This is an optimization exercise on Yosys and OpenROAD, whose aim is a short achievable clock period and few clock cycles per item, not a production implementation.
In this exercise RTL edits were held to simulation tests only and were not proved equivalent to the original.
No activity file was given, so power comes from the tool's default toggle rates.

$ cat run.sh
#!/bin/bash
# synth_recipe.tcl (not shown) runs the flow's synth.tcl, then flattens the netlist and writes it again
# the make line also repeats each setting of config.mk as NAME=value (left out here)
make -C /OpenROAD-flow-scripts/flow DESIGN_CONFIG=/design/flow/config.mk WORK_HOME=/design/flow/orfs CLKGATE_MAP_FILE= SYNTH_SCRIPT=/design/flow/synth_recipe.tcl finish
$ cat config.mk
export PLATFORM = sky130hd
export DESIGN_NAME = set_assoc_cache_tag_lookup
export DESIGN_NICKNAME = set_assoc_cache_tag_lookup
export VERILOG_FILES = /design/flow/design.v
export SDC_FILE = /design/flow/constraint.sdc
export NUM_CORES = 4
export LEC_CHECK = 0
export CAP_MARGIN = 20
export CORE_MARGIN = 2
export CORE_UTILIZATION = 45
export SLEW_MARGIN = 20
export SYNTH_MEMORY_MAX_BITS = 16384
$ cat constraint.sdc
create_clock -name core_clock -period 8.0 [get_ports {clk}]
set_input_delay 1.6000 -clock core_clock [delete_from_list [all_inputs] [get_ports {clk}]]
set_output_delay 1.6000 -clock core_clock [all_outputs]
set_load 0.01 [all_outputs]
$ cat design.v
package sacl_pkg;
	localparam int DEF_SETS         = 64;
	localparam int DEF_WAYS         = 4;
	localparam int DEF_ADDRESS_BITS = 32;
	localparam int SET_W = 6;
	localparam int TAG_W = 26;
	localparam int AGE_W = 6;
	localparam logic [15:0] LFSR_SEED = 16'hACE1;
	localparam int PADDR_W = 3;
	localparam logic POLICY_LRU    = 1'b0;
	localparam logic POLICY_RANDOM = 1'b1;
	localparam int CREDITS = 8;
endpackage
module sacl_addr_split (
	input  logic [31:0]                 addr,
	output logic [sacl_pkg::SET_W-1:0]  set_idx,
	output logic [sacl_pkg::TAG_W-1:0]  tag
);
	assign set_idx = addr[sacl_pkg::SET_W-1:0];
	assign tag     = addr[31:sacl_pkg::SET_W];
endmodule
module sacl_set_store #(
	parameter int SETS  = 64,
	parameter int WAYS  = 4,
	parameter int AGE_W = 6,
	parameter int TAG_W = 26,
	parameter int SET_W = 6
) (
	input  logic                    clk,
	input  logic                    arst_n,
	input  logic [SET_W-1:0]        rd_addr,
	input  logic [SETS-1:0]         wr_sel,     
	input  logic [WAYS-1:0]         wr_valid,
	input  logic [AGE_W-1:0]        wr_age,
	input  logic [WAYS-1:0]         wr_tag_en,
	input  logic [TAG_W-1:0]        wr_tag,
	output logic [WAYS-1:0]         rd_valid,
	output logic [AGE_W-1:0]        rd_age,
	output logic [WAYS*TAG_W-1:0]   rd_tags
);
	logic [SETS-1:0][WAYS-1:0]       v_arr;
	logic [SETS-1:0][AGE_W-1:0]      a_arr;
	logic [SETS-1:0][WAYS*TAG_W-1:0] t_arr;
	for (genvar s = 0; s < SETS; s++) begin : g_set
		always_ff @(posedge clk or negedge arst_n) begin
			if (!arst_n) begin
				v_arr[s] <= '0;
				a_arr[s] <= '1;
			end else if (wr_sel[s]) begin
				v_arr[s] <= wr_valid;
				a_arr[s] <= wr_age;
			end
		end
		for (genvar w = 0; w < WAYS; w++) begin : g_way
			always_ff @(posedge clk) begin
				if (wr_sel[s] && wr_tag_en[w]) begin
					t_arr[s][w*TAG_W +: TAG_W] <= wr_tag;
				end
			end
		end
	end
	assign rd_valid = v_arr[rd_addr];
	assign rd_age   = a_arr[rd_addr];
	assign rd_tags  = t_arr[rd_addr];
endmodule
module sacl_way_select (
	input  logic [3:0]       valid,
	input  logic [5:0]       age,
	input  logic [3:0]       eq,
	input  logic [4*26-1:0]  tags,
	input  logic             policy,
	input  logic [1:0]       rnd,
	output logic             hit,
	output logic             displaced,
	output logic [1:0]       way,
	output logic [25:0]      dtag,
	output logic [3:0]       new_valid,
	output logic [5:0]       new_age,
	output logic [3:0]       tag_we
);
	logic y01, y02, y03, y12, y13, y23;
	assign {y23, y13, y12, y03, y02, y01} = age;
	logic [3:0] hv, hit_oh, inv, inv_oh, old_oh, rnd_oh, f;
	logic       any_inv;
	assign hv     = valid & eq;
	assign hit    = |hv;
	assign hit_oh = {hv[3] & ~hv[2] & ~hv[1] & ~hv[0], hv[2] & ~hv[1] & ~hv[0], hv[1] & ~hv[0], hv[0]};
	assign inv     = ~valid;
	assign any_inv = |inv;
	assign inv_oh  = {inv[3] & ~inv[2] & ~inv[1] & ~inv[0], inv[2] & ~inv[1] & ~inv[0], inv[1] & ~inv[0], inv[0]};
	assign old_oh[0] = ~y01 & ~y02 & ~y03;
	assign old_oh[1] =  y01 & ~y12 & ~y13;
	assign old_oh[2] =  y02 &  y12 & ~y23;
	assign old_oh[3] =  y03 &  y13 &  y23;
	assign rnd_oh = 4'b0001 << rnd;
	always_comb begin
		if (hit) begin
			f = hit_oh;
		end else if (any_inv) begin
			f = inv_oh;
		end else if (policy == sacl_pkg::POLICY_RANDOM) begin
			f = rnd_oh;
		end else begin
			f = old_oh;
		end
	end
	assign displaced = ~hit & ~any_inv;
	assign way       = {f[3] | f[2], f[3] | f[1]};
	assign new_valid = valid | f;
	assign tag_we    = hit ? 4'b0000 : f;
	assign new_age = {f[2] | (~f[3] & y23),
	                  f[1] | (~f[3] & y13),
	                  f[1] | (~f[2] & y12),
	                  f[0] | (~f[3] & y03),
	                  f[0] | (~f[2] & y02),
	                  f[0] | (~f[1] & y01)};
	always_comb begin
		dtag = '0;
		for (int w = 0; w < 4; w++) begin
			if (f[w] && displaced) begin
				dtag = dtag | tags[w*26 +: 26];
			end
		end
	end
endmodule
module set_assoc_cache_tag_lookup #(
	parameter int SETS         = sacl_pkg::DEF_SETS,
	parameter int WAYS         = sacl_pkg::DEF_WAYS,
	parameter int ADDRESS_BITS = sacl_pkg::DEF_ADDRESS_BITS
) (
	input  logic                          clk,
	input  logic                          arst_n,
	input  logic                          s_tvalid,
	output logic                          s_tready,
	input  logic [31:0]                   s_tdata,    
	output logic                          m_tvalid,
	input  logic                          m_tready,
	output logic [31:0]                   m_tdata,    
	input  logic                          psel,
	input  logic                          penable,
	input  logic                          pwrite,
	input  logic [sacl_pkg::PADDR_W-1:0]  paddr,
	input  logic [31:0]                   pwdata,
	output logic [31:0]                   prdata,
	output logic                          pready
);
	localparam int SET_W = sacl_pkg::SET_W;
	localparam int TAG_W = sacl_pkg::TAG_W;
	localparam int AGE_W = sacl_pkg::AGE_W;
	localparam int RES_W = 30;
	localparam int QD    = 8;
	logic policy_q;
	assign pready = 1'b1;
	assign prdata = {31'b0, policy_q & ~paddr[2]};
	always_ff @(posedge clk or negedge arst_n) begin
		if (!arst_n) begin
			policy_q <= sacl_pkg::POLICY_LRU;
		end else if (psel && penable && pwrite && !paddr[2]) begin
			policy_q <= pwdata[0];
		end
	end
	logic       rdy_q;
	logic [3:0] cnt_q;
	logic [3:0] cnt_nx;
	logic       accept;
	logic       m_tvalid_q;
	logic       pop;
	assign accept   = s_tvalid && rdy_q;
	assign pop      = m_tvalid_q && m_tready;
	assign cnt_nx   = cnt_q + {3'b0, accept} - {3'b0, pop};
	assign s_tready = rdy_q;
	always_ff @(posedge clk or negedge arst_n) begin
		if (!arst_n) begin
			cnt_q <= '0;
			rdy_q <= 1'b1;
		end else begin
			cnt_q <= cnt_nx;
			rdy_q <= (cnt_nx < 4'(sacl_pkg::CREDITS));
		end
	end
	logic              va_q;
	logic [31:0]       addr_q;
	logic [SET_W-1:0]  set_a;
	logic [TAG_W-1:0]  tag_a;
	always_ff @(posedge clk or negedge arst_n) begin
		if (!arst_n) begin
			va_q <= 1'b0;
		end else begin
			va_q <= accept;
		end
	end
	always_ff @(posedge clk) begin
		addr_q <= s_tdata;
	end
	sacl_addr_split u_split (
		.addr    (addr_q),
		.set_idx (set_a),
		.tag     (tag_a)
	);
	logic              vu_q;
	logic [SET_W-1:0]  set_u;
	logic [SETS-1:0]   sel_u;
	logic [3:0]        valid_u;
	logic [AGE_W-1:0]  age_u;
	logic [3:0]        twe_u;
	logic [TAG_W-1:0]  tag_u;
	logic [3:0]        rd_valid;
	logic [AGE_W-1:0]  rd_age;
	logic [4*TAG_W-1:0] rd_tags;
	sacl_set_store #(
		.SETS  (SETS),
		.WAYS  (4),
		.AGE_W (AGE_W),
		.TAG_W (TAG_W),
		.SET_W (SET_W)
	) u_store (
		.clk       (clk),
		.arst_n    (arst_n),
		.rd_addr   (set_a),
		.wr_sel    (sel_u),
		.wr_valid  (valid_u),
		.wr_age    (age_u),
		.wr_tag_en (twe_u),
		.wr_tag    (tag_u),
		.rd_valid  (rd_valid),
		.rd_age    (rd_age),
		.rd_tags   (rd_tags)
	);
	logic              vb_q;
	logic [SET_W-1:0]  set_b;
	logic [TAG_W-1:0]  tag_b;
	logic [3:0]        valid_b;
	logic [AGE_W-1:0]  age_b;
	logic [4*TAG_W-1:0] tags_b;
	logic [3:0]        eq_b;
	logic              eqp_b;
	logic              samep_b;
	logic              fwd_a;
	logic [3:0]        valid_a;
	logic [AGE_W-1:0]  age_a;
	logic [4*TAG_W-1:0] tags_a;
	logic [3:0]        eq_a;
	logic              equ_a;
	assign fwd_a   = vu_q && (set_u == set_a);
	assign equ_a   = (tag_u == tag_a);
	assign valid_a = fwd_a ? valid_u : rd_valid;
	assign age_a   = fwd_a ? age_u : rd_age;
	for (genvar w = 0; w < 4; w++) begin : g_patch_a
		assign tags_a[w*TAG_W +: TAG_W] = (fwd_a && twe_u[w]) ? tag_u : rd_tags[w*TAG_W +: TAG_W];
		assign eq_a[w] = (fwd_a && twe_u[w]) ? equ_a : (rd_tags[w*TAG_W +: TAG_W] == tag_a);
	end
	always_ff @(posedge clk or negedge arst_n) begin
		if (!arst_n) begin
			vb_q <= 1'b0;
		end else begin
			vb_q <= va_q;
		end
	end
	always_ff @(posedge clk) begin
		set_b   <= set_a;
		tag_b   <= tag_a;
		valid_b <= valid_a;
		age_b   <= age_a;
		tags_b  <= tags_a;
		eq_b    <= eq_a;
		eqp_b   <= (tag_a == tag_b);
		samep_b <= vb_q && (set_a == set_b);
	end
	logic [3:0]        valid_x;
	logic [AGE_W-1:0]  age_x;
	logic [4*TAG_W-1:0] tags_x;
	logic [3:0]        eq_x;
	assign valid_x = samep_b ? valid_u : valid_b;
	assign age_x   = samep_b ? age_u : age_b;
	for (genvar w = 0; w < 4; w++) begin : g_patch_b
		assign tags_x[w*TAG_W +: TAG_W] = (samep_b && twe_u[w]) ? tag_u : tags_b[w*TAG_W +: TAG_W];
		assign eq_x[w] = (samep_b && twe_u[w]) ? eqp_b : eq_b[w];
	end
	logic [15:0] lfsr_q;
	logic [15:0] lfsr_nx;
	logic        hit;
	logic        displaced;
	logic [1:0]  way;
	logic [25:0] dtag;
	logic [3:0]  new_valid;
	logic [AGE_W-1:0] new_age;
	logic [3:0]  tag_we;
	assign lfsr_nx = {lfsr_q[0] ^ lfsr_q[2] ^ lfsr_q[3] ^ lfsr_q[5], lfsr_q[15:1]};
	sacl_way_select u_select (
		.valid     (valid_x),
		.age       (age_x),
		.eq        (eq_x),
		.tags      (tags_x),
		.policy    (policy_q),
		.rnd       (lfsr_nx[1:0]),
		.hit       (hit),
		.displaced (displaced),
		.way       (way),
		.dtag      (dtag),
		.new_valid (new_valid),
		.new_age   (new_age),
		.tag_we    (tag_we)
	);
	always_ff @(posedge clk or negedge arst_n) begin
		if (!arst_n) begin
			lfsr_q <= sacl_pkg::LFSR_SEED;
			vu_q   <= 1'b0;
			sel_u  <= '0;
		end else begin
			if (vb_q && displaced && policy_q == sacl_pkg::POLICY_RANDOM) begin
				lfsr_q <= lfsr_nx;
			end
			vu_q  <= vb_q;
			sel_u <= vb_q ? (SETS'(1) << set_b) : '0;
		end
	end
	always_ff @(posedge clk) begin
		set_u   <= set_b;
		valid_u <= new_valid;
		age_u   <= new_age;
		twe_u   <= tag_we;
		tag_u   <= tag_b;
	end
	logic             vr_q;
	logic [RES_W-1:0] res_q;
	always_ff @(posedge clk or negedge arst_n) begin
		if (!arst_n) begin
			vr_q <= 1'b0;
		end else begin
			vr_q <= vb_q;
		end
	end
	always_ff @(posedge clk) begin
		res_q <= {dtag, displaced, way, hit};
	end
	logic [QD-1:0][RES_W-1:0] q_mem;
	logic [2:0]               q_wp;
	logic [2:0]               q_rp;
	logic [3:0]               q_cnt;
	logic [RES_W-1:0]         m_tdata_q;
	logic                     load;
	logic                     q_empty;
	logic                     q_pop;
	logic                     q_push;
	assign load    = !m_tvalid_q || m_tready;
	assign q_empty = (q_cnt == 4'd0);
	assign q_pop   = load && !q_empty;
	assign q_push  = vr_q && !(load && q_empty);
	always_ff @(posedge clk or negedge arst_n) begin
		if (!arst_n) begin
			m_tvalid_q <= 1'b0;
			q_wp       <= '0;
			q_rp       <= '0;
			q_cnt      <= '0;
		end else begin
			if (load) begin
				m_tvalid_q <= !q_empty || vr_q;
			end
			if (q_push) begin
				q_wp <= q_wp + 3'd1;
			end
			if (q_pop) begin
				q_rp <= q_rp + 3'd1;
			end
			q_cnt <= q_cnt + {3'b0, q_push} - {3'b0, q_pop};
		end
	end
	always_ff @(posedge clk) begin
		if (load) begin
			m_tdata_q <= q_empty ? res_q : q_mem[q_rp];
		end
		if (q_push) begin
			q_mem[q_wp] <= res_q;
		end
	end
	assign m_tvalid = m_tvalid_q;
	assign m_tdata  = {2'b00, m_tdata_q};
endmodule
==> qor.csv, run 1 <==
stage,metric,value,unit
worst_setup_path,crit start category,register,
yosys,sequential fraction of the synthesis area,0.7355,
routing,Detailed Route WL,1090,mm
yosys,xor/xnor share of the synthesized area,0.005406,
power_and_ir_drop,Power Total,107.3,mW
placed_design,HPWL after DPL,646.9,mm
yosys,post-synthesis instance total,16180,
clock_network,"CTS clk-pin slew, worst paths",70,ps
sta,Final Critical Period,6335,ps
routing,drt drc,0,
worst_setup_path,Setup CP Type,reg -> reg,
finish,area grow syn2layout,12.83,%
yosys,commonest register cell after synthesis,edfxtp_1,
worst_setup_path,endpoint type of the worst setup path,register,
sta,Final period util,0.7919,
routing,Final ANT Viol Nets,0,
yosys,Synth async-reset ratio,0.09336,
outcome,status,"complete, no violations",
finish,share of post-route cells with drive strength above 1,0.2932,
yosys,Syn. warnings,3,
placed_design,GP Congestion,0.9558,
sta,Max Clock Skew,112.7,ps
clock_network,Num CTS Buffers,796,
run,maxcap violations,0,
floorplan,Ports,141,
routing,drt initial violations,30500,
routing,Pre-Repair DR Iteration Count,8,
power_and_ir_drop,maximum VDD drop,753.7,uV
worst_setup_path,WP data arrival,7270,ps
yosys,adder-cell share of the synthesized area,0.001031,
global_route,largest net degree at the start of global routing,207,
power_and_ir_drop,PwrDens,301.2,nW/um^2
clock_network,Post-CTS Setup Inserts,0,
routing,WL/cell,40.73,um
sta,Slew headroom,0.08148,
yosys,"FF+latch count, synth",7926,
clock_network,clk buf depth,4,
worst_setup_path,Critical Path RT,8930,ps
floorplan,Die Y,841.6,um
sta,Slew @ Worst Pin,1367,ps
clock_network,clock latency (worst-skew pair),1200,ps
floorplan,Initial Util,0.4515,
yosys,Synth cell types,88,
finish,fin nets,16780,
floorplan,die area,708200,um^2
floorplan,Die W,841.6,um
placed_design,port bufs,73,
global_route,first-pass GRT wire length,1457,mm
yosys,Post-synth EDFFs,6926,
yosys,Post-Synth Simple-Gate Area,0.02990,
yosys,mux contribution to synthesized area,0.1736,
sta,final setup fails,0,
clock_network,CTS sink cnt,7926,
clock_network,H-Tree Depth,6,
global_route,initial antenna violation count,136,
sta,setup TNS,0,ps
worst_hold_path,Worst Hold Class,reg -> reg,
clock_network,Root Buffer,clkbuf_16,
yosys,Syn Std Cell Area,315700,um^2
global_route,vias in the first global route,164400,
worst_setup_path,critical path peak fanout,55,
sta,fmax,157.9,MHz
yosys,syn_area_per_cell,19.51,um^2
power_and_ir_drop,LEAKAGE,118.3,nW
routing,DR vias,176800,
sta,fin. max-slew vios,0,
floorplan,FP Rows,307,
clock_network,# resized after CTS,0,
yosys,main combinational cell family by area after synthesis,multiplexers,
global_route,Total GRT Usage,0.3016,
yosys,Compound-Gate Fraction of Synth Area,0.03666,
floorplan,core region area,699100,um^2
routing,Vias/cell,6.606,
sta,unrepaired setup endpoints after global routing,no,
clock_network,Post-CTS Hold Buffers,0,
clock_network,CTS tree,yes,
global_route,total grt overflow,0,
sta,final number of hold-violating endpoints,0,
-- cells in the final DEF, fill, tap and decap left out, types with 37 or more instances in the layout --
master / instances
nor3_1: 89
mux2_2: 702
dfxtp_1: 214
bufinv_16: 58
and2_2: 224
buf_4: 623
mux2i_1: 751
clkinv_1: 150
nand4_1: 49
o22ai_1: 212
clkdlybuf4s50_1: 72
a22o_1: 105
o221ai_1: 110
a31oi_1: 63
xnor2_1: 99
and2_1: 46
buf_12: 65
nor2_1: 393
a221o_1: 41
clkbuf_1: 214
edfxtp_1: 6926
dfrtp_1: 319
nand3_1: 159
and3_1: 43
inv_1: 51
a211oi_1: 37
a221oi_1: 74
o22a_1: 38
a21oi_1: 240
mux4_2: 1748
diode_2: 135
clkinv_2: 121
clkbuf_16: 804
nand2_1: 763
a22oi_1: 270
o21ai_0: 285
xor2_1: 87
dfstp_2: 393
-- power breakdown --
part / total (mW) / switching [mW] / internal (mW)
Sequential: 48.5 / 1.11 / 47.4
Clock: 37.3 / 16.5 / 20.8
Combinational: 21.5 / 15.2 / 6.37
-- cell type report --
cell class,instances,area (um^2)
multi-input combinational,7130,78870
timing repair buffer,772,6935
inverter,59,261.5
antenna,135,337.8
clock inverter,415,4369
sequential,7926,232400
tap,9270,11600
clock buffer,1057,21430
fill,55740,342900
-- through the flow --
stage	hold slack, ps	cells	util	worst slack (ps)	instance area (um^2)
after floorplan	325.8	16210	-	48.68	315800
after global placement	340.8	25140	0.4716	1786	329700
after detailed placement	343.6	25150	0.4718	1773	329800
after CTS	343.4	26620	0.5087	1755	355600
after global routing	350.2	26640	0.5090	1241	355900
final	353.3	26760	0.5095	1665	356200
-- path summary, 6_finish.rpt --
| kind | startpoint | endpoint | slack (ps) | cells after the start |
|---|---|---|---|---|
| min in group asynchronous | arst_n | u_store.v_arr[51]$_DFFE_PN0P_ | 540 | 1 |
| min reg2reg | tag_b[9]$_DFF_P_ | tag_u[9]$_DFF_P_ | 350 | 0 |
| max in group asynchronous | arst_n | q_rp[0]$_DFFE_PN0P_ | 6030 | 2 |
| max reg2reg | q_wp[0]$_DFFE_PN0P_ | q_mem[19]$_DFFE_PP_ | 1660 | 13 |
| max | q_wp[0]$_DFFE_PN0P_ | q_mem[19]$_DFFE_PP_ | 1660 | 13 |
| min | tag_b[9]$_DFF_P_ | tag_u[9]$_DFF_P_ | 350 | 0 |
-- kinds of logic (layout without fill, tap and decap cells) --
family                     Yosys count  in the layout
xor gates and xnor gates           194            194
and+or+nand+nor                   2008           2008
adders and majority gates           23             23
buffers and inverters             1156           2303
muxes                             3201           3201
AOI/OAI and AO/OA                 1670           1670
other                                2            169
DFF                               7926           7926
-- critical path, stage by stage, from the launching register on --
cell and delay [ps]:
dfrtp_2 380, buf_4 570, clkinv_1 480, fa_1 630, xor2_2 470, nand3_1 280
nor3b_1 540, nand2_1 500, or3_1 820, nor3_4 490, buf_4 370, a31oi_1 100
a222oi_1 340, inv_1 60
-- synthesized netlist by cell type, types with 74 or more instances --
cell / count / area (um^2)
a22o_1: 105 / 919.6
a221oi_1: 74 / 648.1
dfstp_2: 393 / 10330
xnor2_1: 104 / 910.9
dfrtp_1: 347 / 8683
xor2_1: 89 / 779.5
a21oi_1: 241 / 1206
nand2_1: 768 / 2883
buf_2: 278 / 1391
buf_4: 147 / 1104
mux2i_1: 751 / 7517
mux2_2: 702 / 7905
o22ai_1: 212 / 1326
nor3_1: 99 / 495.5
o221ai_1: 110 / 963.4
and2_1: 277 / 1733
clkbuf_1: 532 / 1997
nor2_1: 412 / 1546
nand3_1: 159 / 795.8
a22oi_1: 270 / 2027
mux4_2: 1748 / 39370
buf_1: 89 / 334.1
dfxtp_1: 260 / 5205
edfxtp_1: 6926 / 208000
o21ai_0: 288 / 1441
-- layer usage --
layer  vias to the layer above  wire (um)  global-route usage
met5                         -        383                   0
met4                        58      58800              0.1446
met3                      2181     140500             0.08689
met2                     12390     477600              0.4364
met1                     95070     412700              0.4230
li1                      67120          -                   -
-- flip-flops by register name (all words and copies together) (netlist names), 16 cells and up --
signal / count
tag_b: 26
tag_u: 26
res_q: 30
addr_q: 32
sel_u: 64
u_store.t_arr: 6656
tags_b: 104
lfsr_q: 16
q_mem: 240
u_store.v_arr: 256
u_store.a_arr: 384
m_tdata_q: 30
Testbench counts, summed over its fixed seeds: cycles 12,864, items 12,800.
==> run 2, diff against run 1 <==
--- a/design.v
+++ b/design.v
@@ -30,3 +30,3 @@
 	input  logic                    arst_n,
-	input  logic [SET_W-1:0]        rd_addr,
+	input  logic [SETS-1:0]         rd_sel,     
 	input  logic [SETS-1:0]         wr_sel,     
@@ -61,5 +61,12 @@
 	end
-	assign rd_valid = v_arr[rd_addr];
-	assign rd_age   = a_arr[rd_addr];
-	assign rd_tags  = t_arr[rd_addr];
+	always_comb begin
+		rd_valid = '0;
+		rd_age   = '0;
+		rd_tags  = '0;
+		for (int s = 0; s < SETS; s++) begin
+			rd_valid = rd_valid | (v_arr[s] & {WAYS{rd_sel[s]}});
+			rd_age   = rd_age   | (a_arr[s] & {AGE_W{rd_sel[s]}});
+			rd_tags  = rd_tags  | (t_arr[s] & {(WAYS*TAG_W){rd_sel[s]}});
+		end
+	end
 endmodule
@@ -182,4 +189,12 @@
 	logic [31:0]       addr_q;
+	logic [SETS-1:0]   sel_a;
 	logic [SET_W-1:0]  set_a;
 	logic [TAG_W-1:0]  tag_a;
+	logic [SET_W-1:0]  set_in;
+	logic [TAG_W-1:0]  tag_in;
+	sacl_addr_split u_split (
+		.addr    (s_tdata),
+		.set_idx (set_in),
+		.tag     (tag_in)
+	);
 	always_ff @(posedge clk or negedge arst_n) begin
@@ -193,8 +208,6 @@
 		addr_q <= s_tdata;
+		sel_a  <= SETS'(1) << set_in;
 	end
-	sacl_addr_split u_split (
-		.addr    (addr_q),
-		.set_idx (set_a),
-		.tag     (tag_a)
-	);
+	assign set_a = addr_q[SET_W-1:0];
+	assign tag_a = addr_q[31:SET_W];
 	logic              vu_q;
@@ -218,3 +231,3 @@
 		.arst_n    (arst_n),
-		.rd_addr   (set_a),
+		.rd_sel    (sel_a),
 		.wr_sel    (sel_u),
@@ -228,11 +241,2 @@
 	);
-	logic              vb_q;
-	logic [SET_W-1:0]  set_b;
-	logic [TAG_W-1:0]  tag_b;
-	logic [3:0]        valid_b;
-	logic [AGE_W-1:0]  age_b;
-	logic [4*TAG_W-1:0] tags_b;
-	logic [3:0]        eq_b;
-	logic              eqp_b;
-	logic              samep_b;
 	logic              fwd_a;
@@ -241,6 +245,3 @@
 	logic [4*TAG_W-1:0] tags_a;
-	logic [3:0]        eq_a;
-	logic              equ_a;
 	assign fwd_a   = vu_q && (set_u == set_a);
-	assign equ_a   = (tag_u == tag_a);
 	assign valid_a = fwd_a ? valid_u : rd_valid;
@@ -249,4 +250,44 @@
 		assign tags_a[w*TAG_W +: TAG_W] = (fwd_a && twe_u[w]) ? tag_u : rd_tags[w*TAG_W +: TAG_W];
-		assign eq_a[w] = (fwd_a && twe_u[w]) ? equ_a : (rd_tags[w*TAG_W +: TAG_W] == tag_a);
 	end
+	logic              vc_q;
+	logic [SET_W-1:0]  set_c;
+	logic [TAG_W-1:0]  tag_c;
+	logic [3:0]        valid_cq;
+	logic [AGE_W-1:0]  age_cq;
+	logic [4*TAG_W-1:0] tags_cq;
+	always_ff @(posedge clk or negedge arst_n) begin
+		if (!arst_n) begin
+			vc_q <= 1'b0;
+		end else begin
+			vc_q <= va_q;
+		end
+	end
+	always_ff @(posedge clk) begin
+		set_c    <= set_a;
+		tag_c    <= tag_a;
+		valid_cq <= valid_a;
+		age_cq   <= age_a;
+		tags_cq  <= tags_a;
+	end
+	logic              fwd_c;
+	logic [3:0]        valid_c;
+	logic [AGE_W-1:0]  age_c;
+	logic [4*TAG_W-1:0] tags_c;
+	logic [3:0]        eq_c;
+	assign fwd_c   = vu_q && (set_u == set_c);
+	assign valid_c = fwd_c ? valid_u : valid_cq;
+	assign age_c   = fwd_c ? age_u : age_cq;
+	for (genvar w = 0; w < 4; w++) begin : g_patch_c
+		assign tags_c[w*TAG_W +: TAG_W] = (fwd_c && twe_u[w]) ? tag_u : tags_cq[w*TAG_W +: TAG_W];
+		assign eq_c[w] = (tags_c[w*TAG_W +: TAG_W] == tag_c);
+	end
+	logic              vb_q;
+	logic [SET_W-1:0]  set_b;
+	logic [TAG_W-1:0]  tag_b;
+	logic [3:0]        valid_b;
+	logic [AGE_W-1:0]  age_b;
+	logic [4*TAG_W-1:0] tags_b;
+	logic [3:0]        eq_b;
+	logic              eqp_b;
+	logic              samep_b;
 	always_ff @(posedge clk or negedge arst_n) begin
@@ -255,3 +296,3 @@
 		end else begin
-			vb_q <= va_q;
+			vb_q <= vc_q;
 		end
@@ -259,10 +300,10 @@
 	always_ff @(posedge clk) begin
-		set_b   <= set_a;
-		tag_b   <= tag_a;
-		valid_b <= valid_a;
-		age_b   <= age_a;
-		tags_b  <= tags_a;
-		eq_b    <= eq_a;
-		eqp_b   <= (tag_a == tag_b);
-		samep_b <= vb_q && (set_a == set_b);
+		set_b   <= set_c;
+		tag_b   <= tag_c;
+		valid_b <= valid_c;
+		age_b   <= age_c;
+		tags_b  <= tags_c;
+		eq_b    <= eq_c;
+		eqp_b   <= (tag_c == tag_b);
+		samep_b <= vb_q && (set_c == set_b);
 	end
@@ -336,14 +377,20 @@
 	logic [QD-1:0][RES_W-1:0] q_mem;
-	logic [2:0]               q_wp;
-	logic [2:0]               q_rp;
+	logic [QD-1:0]            q_wp;
+	logic [QD-1:0]            q_rp;
+	logic [QD-1:0]            q_rp_nx;
 	logic [3:0]               q_cnt;
+	logic [3:0]               q_cnt_nx;
 	logic [RES_W-1:0]         m_tdata_q;
-	logic                     load;
-	logic                     q_empty;
-	logic                     q_pop;
-	logic                     q_push;
-	assign load    = !m_tvalid_q || m_tready;
-	assign q_empty = (q_cnt == 4'd0);
-	assign q_pop   = load && !q_empty;
-	assign q_push  = vr_q && !(load && q_empty);
+	logic [RES_W-1:0]         q_head_nx;
+	assign q_rp_nx  = pop ? {q_rp[QD-2:0], q_rp[QD-1]} : q_rp;
+	assign q_cnt_nx = q_cnt + {3'b0, vr_q} - {3'b0, pop};
+	always_comb begin
+		q_head_nx = '0;
+		for (int i = 0; i < QD; i++) begin
+			q_head_nx = q_head_nx | (q_mem[i] & {RES_W{q_rp_nx[i]}});
+		end
+		if (vr_q && (q_cnt - {3'b0, pop}) == 4'd0) begin
+			q_head_nx = res_q;
+		end
+	end
 	always_ff @(posedge clk or negedge arst_n) begin
@@ -351,16 +398,12 @@
 			m_tvalid_q <= 1'b0;
-			q_wp       <= '0;
-			q_rp       <= '0;
+			q_wp       <= QD'(1);
+			q_rp       <= QD'(1);
 			q_cnt      <= '0;
 		end else begin
-			if (load) begin
-				m_tvalid_q <= !q_empty || vr_q;
+			m_tvalid_q <= (q_cnt_nx != 4'd0);
+			if (vr_q) begin
+				q_wp <= {q_wp[QD-2:0], q_wp[QD-1]};
 			end
-			if (q_push) begin
-				q_wp <= q_wp + 3'd1;
-			end
-			if (q_pop) begin
-				q_rp <= q_rp + 3'd1;
-			end
-			q_cnt <= q_cnt + {3'b0, q_push} - {3'b0, q_pop};
+			q_rp  <= q_rp_nx;
+			q_cnt <= q_cnt_nx;
 		end
@@ -368,7 +411,9 @@
 	always_ff @(posedge clk) begin
-		if (load) begin
-			m_tdata_q <= q_empty ? res_q : q_mem[q_rp];
-		end
-		if (q_push) begin
-			q_mem[q_wp] <= res_q;
+		m_tdata_q <= q_head_nx;
+	end
+	for (genvar i = 0; i < QD; i++) begin : g_q
+		always_ff @(posedge clk) begin
+			if (vr_q && q_wp[i]) begin
+				q_mem[i] <= res_q;
+			end
 		end
--- a/config.mk
+++ b/config.mk
@@ -7,6 +7,9 @@
 export LEC_CHECK = 0
+export ABC_CLOCK_PERIOD_IN_PS = 3500
 export CAP_MARGIN = 20
 export CORE_MARGIN = 2
-export CORE_UTILIZATION = 45
+export CORE_UTILIZATION = 48
+export SETUP_SLACK_MARGIN = 4.5
 export SLEW_MARGIN = 20
 export SYNTH_MEMORY_MAX_BITS = 16384
+export TNS_END_PERCENT = 100
==> run 2 against run 1 <==
Net effect: clock skew up 0.76 ps; power down 17%; fmax up 72%; area after synthesis down 6.7%; flip-flop and latch count up 221; sequential power down 1%; non-clock buffer count down 22; core utilization up 3.7 points; highest routed layer unchanged; sequential share of layout area up 5.6 points; largest cell class unchanged.
==> qor.csv, run 2 <==
stage,metric,value,unit,change
placed_design,pre-CTS setup slack,3680,ps,+1907 ps
yosys,post-synthesis instance total,15870,,-1.9%
clock_network,CTS tree,yes,,
power_and_ir_drop,PwrDens,265.5,nW/um^2,-12%
worst_setup_path,critical path peak fanout,52,,-5.5%
finish,share of post-route cells with drive strength above 1,0.2051,,-0.08815
clock_network,clk buf depth,4,,unchanged
placed_design,GP Congestion,0.8664,,-9.4%
power_and_ir_drop,switch share,0.2254,,-0.07976
placed_design,port bufs,73,,unchanged
worst_hold_path,Worst Hold Class,reg -> reg,,
routing,Detailed Route WL,1277,mm,+17%
routing,drt drc,0,,unchanged
sta,final number of hold-violating endpoints,0,,unchanged
run,maxcap violations,0,,unchanged
clock_network,Num CTS Buffers,799,,+0.38%
routing,Vias/cell,7.631,,+16%
floorplan,Ports,141,,unchanged
power_and_ir_drop,clock share of power,0.422,,+0.075
yosys,Synth cell types,70,,-20%
finish,largest register by flop count,u_store.t_arr,,
sta,Final period util,0.4601,,-0.3318
finish,"most common cell after layout, fill and taps aside",edfxtp_1,,
finish,Top Registers,"u_store.t_arr x6656, u_store.a_arr x384, u_store.v_arr x256",,
sta,fin. max-slew vios,0,,unchanged
power_and_ir_drop,sequential share of power,0.541,,+0.089
finish,area of the multi-input gates,54490,um^2,-31%
placed_design,HPWL after DPL,631.2,mm,-2.4%
global_route,largest net degree at the start of global routing,204,,-1.4%
routing,Final ANT Viol Nets,0,,unchanged
worst_setup_path,WP data arrival,4610,ps,-2660 ps
sta,fmax,271.7,MHz,+72%
sta,Max Clock Skew,113.4,ps,+0.7620 ps
finish,FILL cells,47020,,-16%
global_route,vias in the first global route,171200,,+4.1%
yosys,"top cells by count, synth","edfxtp_1, a221oi_1, a22o_1",,
clock_network,"CTS clk-pin slew, worst paths",70,ps,about the same
floorplan,FP Rows,287,,-6.5%
sta,Slew @ Worst Pin,1396,ps,+28.88 ps
power_and_ir_drop,Internal,68.73,mW,-7.8%
yosys,synth top area cells,"edfxtp_1, a221oi_1, a22o_1",,
clock_network,H-Tree Depth,6,,unchanged
routing,WL/cell,50.74,um,+25%
sta,Final Critical Period,3681,ps,-2654 ps
sta,setup TNS,0,ps,unchanged
worst_setup_path,Setup CP Type,reg -> reg,,
floorplan,Die W,787.5,um,-6.4%
yosys,Synth async-reset ratio,0.09218,,-0.001182
worst_setup_path,cells along the critical path,"buf_12, a22o_1, a221oi_1, nand4_1, nor4_1, a21oi_1",,
sta,Slew headroom,0.06924,,-0.01224
worst_setup_path,Worst path slowest cell,nor4_1,,
worst_setup_path,CP peak stage delay,930,ps,+110 ps
yosys,Yosys top cell area share,0.7028,,+0.04392
yosys,"FF+latch count, synth",8147,,+2.8%
yosys,syn_area_per_cell,18.57,um^2,-4.8%
sta,unrepaired setup endpoints after global routing,yes,,
power_and_ir_drop,NetSw,20.00,mW,-39%
outcome,status,"complete, no violations",,
sta,final setup fails,0,,unchanged
finish,fin nets,16420,,-2.1%
global_route,Total GRT Usage,0.3972,,+0.09558
yosys,sequential fraction of the synthesis area,0.8022,,+0.06664
yosys,Syn. warnings,3,,unchanged
sta,WHS,327.2,ps,-26.11 ps
yosys,commonest register cell after synthesis,edfxtp_1,,
yosys,Post-synth EDFFs,6896,,-0.43%
finish,Register Area,236800,um^2,+1.9%
floorplan,Initial Util,0.4821,,+0.03058
floorplan,core region area,611200,um^2,-13%
yosys,Syn Std Cell Area,294700,um^2,-6.7%
clock_network,CTS sink cnt,8147,,+2.8%
clock_network,Root Buffer,clkbuf_16,,
finish,area grow syn2layout,13.44,%,
floorplan,die area,620200,um^2,-12%
worst_setup_path,endpoint type of the worst setup path,register,,
routing,DR vias,192000,,+8.6%
routing,drt initial violations,46970,,+54%
worst_setup_path,crit start category,register,,
power_and_ir_drop,maximum VDD drop,239.4,uV,-68%
yosys,most common cell in the netlist,edfxtp_1,,
yosys,most area-hungry cell type in the Yosys netlist,edfxtp_1,,
finish,max reg flops,6656,,unchanged
clock_network,Post-CTS Hold Buffers,0,,unchanged
floorplan,Die Y,787.5,um,-6.4%
power_and_ir_drop,Comb pwr share,0.037,,-0.164
sta,Final WS setup,4319,ps,+2654 ps
routing,Pre-Repair DR Iteration Count,9,,+1
power_and_ir_drop,LEAKAGE,111.0,nW,-6.2%
global_route,initial antenna violation count,89,,-35%
clock_network,clock latency (worst-skew pair),1240,ps,+40 ps
global_route,first-pass GRT wire length,1646,mm,+13%
finish,most frequent cells in the layout,"edfxtp_1, a22o_1, a221oi_1",,
worst_setup_path,Critical Path RT,8930,ps,about the same
global_route,total grt overflow,0,,unchanged
[run 2: final cells by class]
class / instances / share of cell area
sequential: 8147 / 0.7085
multi-input combinational: 6602 / 0.1630
clock buffer: 1049 / 0.06464
tap: 8092 / 0.03029
timing repair buffer: 750 / 0.02062
clock inverter: 430 / 0.01212
inverter: 36 / 0.0004043
antenna: 54 / 0.0004043
[run 2: through the flow]
stage | power [mW] | util | instance area (um^2) | instances
after floorplan | 50.07 | - | 294800 | 15900
after global placement | 51.83 | 0.5044 | 308300 | 23620
after detailed placement | 51.90 | 0.5044 | 308300 | 23620
after CTS | 88.29 | 0.5465 | 334000 | 25100
after global routing | 90.23 | 0.5467 | 334100 | 25110
final | 88.73 | 0.5469 | 334300 | 25160
[run 2: metal layers]
| layer | share of wire | global-route usage |
|---|---|---|
| met5 | 0.00028 | 0.002001 |
| met4 | 0.071 | 0.2180 |
| met3 | 0.17 | 0.1316 |
| met2 | 0.42 | 0.5700 |
| met1 | 0.34 | 0.5366 |
[run 2: logic make-up (layout without fill, tap and decap cells)]
family	Yosys count	in the layout	synth area share
AOI/OAI and AO/OA	4034	4034	0.1156
xor gates and xnor gates	134	134	0.003983
adders and majority gates	13	13	0.0006030
buffers and inverters	1151	2265	0.01522
DFF	8147	8147	0.8022
muxes	918	918	0.03464
other	2	88	0.00002549
and+or+nand+nor	1469	1469	0.02775
[run 2: worst paths after layout]
check | start | to | slack (ps) | depth (start not counted)
worst min-delay path | tag_b[22]$_DFF_P_ | tag_u[22]$_DFF_P_ | 330 | 0
min in group asynchronous | arst_n | sel_u[38]$_DFF_PN0_ | 480 | 1
max in group asynchronous | arst_n | u_store.a_arr[174]$_DFFE_PN1P_ | 5740 | 3
worst max register to register | sel_a[63]$_SDFF_PN0_ | tags_cq[7]$_DFF_P_ | 4320 | 6
worst min register to register | tag_b[22]$_DFF_P_ | tag_u[22]$_DFF_P_ | 330 | 0
worst max-delay path | sel_a[63]$_SDFF_PN0_ | tags_cq[7]$_DFF_P_ | 4320 | 6
[run 2: power groups by stage]
stage	Clock (mW)	Combinational (mW)	Sequential (mW)
2_1_floorplan	0	1.62	48.5
3_3_place_gp	0	3.08	48.7
3_5_place_dp	0	3.13	48.8
4_1_cts	37.3	3.15	47.9
5_1_grt	38.9	3.40	48.0
6_report	37.4	3.31	48.0
[run 2: critical path: cells and delay by family, from the launching register on]
family / cells / cell delay, ps
flops: 1 / 610
buf+inv: 1 / 370
compound gates: 3 / 1180
simple gates: 2 / 1090
[run 2: timing repair]
item / CTS / global route
pin swaps: 1 / 1
endpoints found under the setup margin: 67 / 21
setup buffers: 4 / 2
gates resized for setup: 104 / 5
Testbench counts of run 2, summed over its fixed seeds: cycles 12,880, items 12,800.

port drivers added, routing unchanged:
Ports are ideal in the flow. The routed layouts listed here were re-timed in OpenROAD. Step 1, drivers: a clkbuf_16 drives clk and a buf_2 each remaining input, both assumed. Step 2 adds t to the input delays and takes it off the output delays; t is the mean of the earliest and latest rising clock arrival at the registers after step 1. Input paths then give back, and output paths get back, about the clock's delay inside the block. a / b / c = ideal ports / drivers / drivers and shift; a / b = the first two.
| run | t (ns) | setup WS [ns] | hold slack, ns |
|---|---|---|---|
| run 1 | 1.292 | 1.665 / 1.665 / 1.665 | 0.353 / 0.353 / 0.353 |
| run 2 | 1.308 | 4.319 / 4.319 / 3.765 | 0.327 / 0.327 / 0.327 |
After both steps every run listed still meets setup and hold. For run 2, which loses most, drivers alone change the setup slack by 0.000 ns; drivers and shift together by -0.554 ns.
